From an optimization exercise on the open Yosys and OpenROAD flow, aimed at small area; shortcuts taken in it are not production practice.
Only simulation tests tie the RTL to the original design; equivalence was not proved.
Power figures rest on the tool's default switching activity, not on a simulated workload.

// regfile_scoreboard
module regfile_scoreboard #(
    parameter int XLEN     = 32,
    parameter int NREGS    = 32,
    parameter int NRD      = 2,
    parameter int BYPASS   = 1,
    parameter int ZERO_REG = 1,
    localparam int AW      = $clog2(NREGS)
) (
    input  logic                 clk,
    input  logic                 rst,
    input  logic [NRD*AW-1:0]    rd_addr,
    output logic [NRD*XLEN-1:0]  rd_data,
    output logic [NRD-1:0]       rd_busy,
    input  logic                 we,
    input  logic [AW-1:0]        wa,
    input  logic [XLEN-1:0]      wd,
    input  logic                 rsv_en,
    input  logic [AW-1:0]        rsv_addr,
    input  logic                 flush,
    output logic                 busy_any
);
    localparam int R0 = (ZERO_REG != 0) ? 1 : 0;   
    logic [NREGS-1:R0][XLEN-1:0] mem_q;
    logic [NREGS-1:R0] vld_q;
    logic [NREGS-1:R0] busy_q;
    logic [NREGS-1:0] wdec;     
    logic [NREGS-1:0] wsel;     
    logic [NREGS-1:0] rsel;     
    for (genvar r = 0; r < NREGS; r++) begin : g_reg
        assign wdec[r] = we && wa == AW'(r);
        assign rsel[r] = rsv_en && rsv_addr == AW'(r);
        if (r < R0) begin : g_zero
            assign wsel[r] = 1'b0;
        end else begin : g_store
            assign wsel[r] = wdec[r];
            always_ff @(posedge clk) begin
                if (wsel[r]) begin
                    mem_q[r] <= wd;
                end
            end
            always_ff @(posedge clk or negedge rst) begin
                if (!rst) begin
                    vld_q[r]  <= 1'b0;
                    busy_q[r] <= 1'b0;
                end else begin
                    vld_q[r]  <= vld_q[r] | wsel[r];
                    busy_q[r] <= rsel[r] | (busy_q[r] & ~flush & ~wdec[r]);
                end
            end
        end
    end
    for (genvar p = 0; p < NRD; p++) begin : g_rd
        logic [AW-1:0]    a;
        logic [NREGS-1:0] hit;
        logic [NREGS-1:0] dsel;
        logic [NREGS-1:0] bsel;
  ...
For scale: roughly 2500 cells after synthesis, roughly 1100 flip-flops, ~120 I/O pins, roughly 43000 µm² of cells after synthesis.
Settings: LEC_CHECK=0, CAP_MARGIN=20, CORE_MARGIN=2, CORE_UTILIZATION=50, SETUP_SLACK_MARGIN=0, SLEW_MARGIN=20, SYNTH_HIERARCHICAL=1, SYNTH_MINIMUM_KEEP_SIZE=0; clock period 6.0 ns.
standard.sh (not shown) runs the stock make flow with config.mk's settings and CLKGATE_MAP_FILE= SYNTH_SCRIPT=/design/flow/synth_recipe.tcl, a recipe that flattens the netlist after the stock synthesis.
==> flow/flow/run.sh <==
#!/bin/bash
# Layout flow: the standard ORFS flow (standard.sh), with these changes:
#  - the port buffers are plain buffers (buf_2) instead of the delay cells
#    buffer_ports picks by default,
#  - clock tree synthesis inserts no dummy loads, uses clkbuf_8 buffers and
#    clusters up to 17 flip-flops within 70 um per leaf buffer.
# Everything else, synthesis included, is the standard flow.
set -euo pipefail
export BUFFER_PORTS_ARGS="-buffer_cell sky130_fd_sc_hd__buf_2"
export CTS_ARGS="-sink_clustering_enable -repair_clock_nets -dont_use_dummy_load -buf_list sky130_fd_sc_hd__clkbuf_8 -sink_clustering_size 17 -sink_clustering_max_diameter 70"
bash standard.sh finish > flow_standard.log 2>&1
The first run finished with timing, DRC and antenna clean.
Rerun with:
==> flow/flow/run.sh (replaced) <==
#!/bin/bash
# Layout flow: the standard ORFS flow (standard.sh), with three changes:
#  - the port buffers are plain buffers (buf_2) instead of the delay cells
#    buffer_ports picks by default,
#  - clock tree synthesis inserts no dummy loads and uses clkbuf_8 buffers,
# Everything else, synthesis included, is the standard flow.
set -euo pipefail
export BUFFER_PORTS_ARGS="-buffer_cell sky130_fd_sc_hd__buf_2"
export CTS_ARGS="-sink_clustering_enable -repair_clock_nets -dont_use_dummy_load -buf_list sky130_fd_sc_hd__clkbuf_8"
bash standard.sh finish > flow_standard.log 2>&1
--- a/flow/config.mk
+++ b/flow/config.mk
@@ -10,2 +10,2 @@
-export CORE_UTILIZATION = 50
-export SETUP_SLACK_MARGIN = 0
+export CORE_UTILIZATION = 40
+export SETUP_SLACK_MARGIN = 0.05
Effect: The new run finished with timing, DRC and antenna clean. Final cell count rose by 9.1%. Core utilization fell by 9.3 points. Global-route usage fell by 6.1 points. Non-clock buffer count rose by 18. Synthesized cell count is unchanged. Sequential power stays flat. Maximum frequency fell by 1.1%. Via count rose by 2.9%. Register-to-register slack is worse by 30 ps. Count of clock-buffer cells in the layout rose by 92.

[afterwards: timing with drivers on the ports]
How much do the figures lean on ideal ports? The routed layouts below were timed once more, with nothing changed but the port constraints. Step 1: set_driving_cell puts a clkbuf_16 on clk and a buf_2 on each other input, an assumption about the parent block. Step 2 times the ports against the registers' clock, not the clock port: input delays grow and output delays shrink by t, the midpoint of the rising clock arrivals with the driver on. a / b / c = ideal ports / drivers / drivers and shift; a / b = the first two.
run	t, ns	slack for setup (ns)	worst hold slack (ns)	worst register clock-pin slew, ns
the first run	0.757	0.393 / 0.367 / 0.367	0.463 / 0.463 / 0.463	0.12 / 0.12
the second run	0.891	0.331 / 0.311 / 0.311	0.461 / 0.461 / 0.461	0.07 / 0.07
After both steps every run listed still meets setup and hold. For the first run, which loses most, drivers alone change the setup slack by -0.026 ns; drivers and shift together by -0.026 ns.
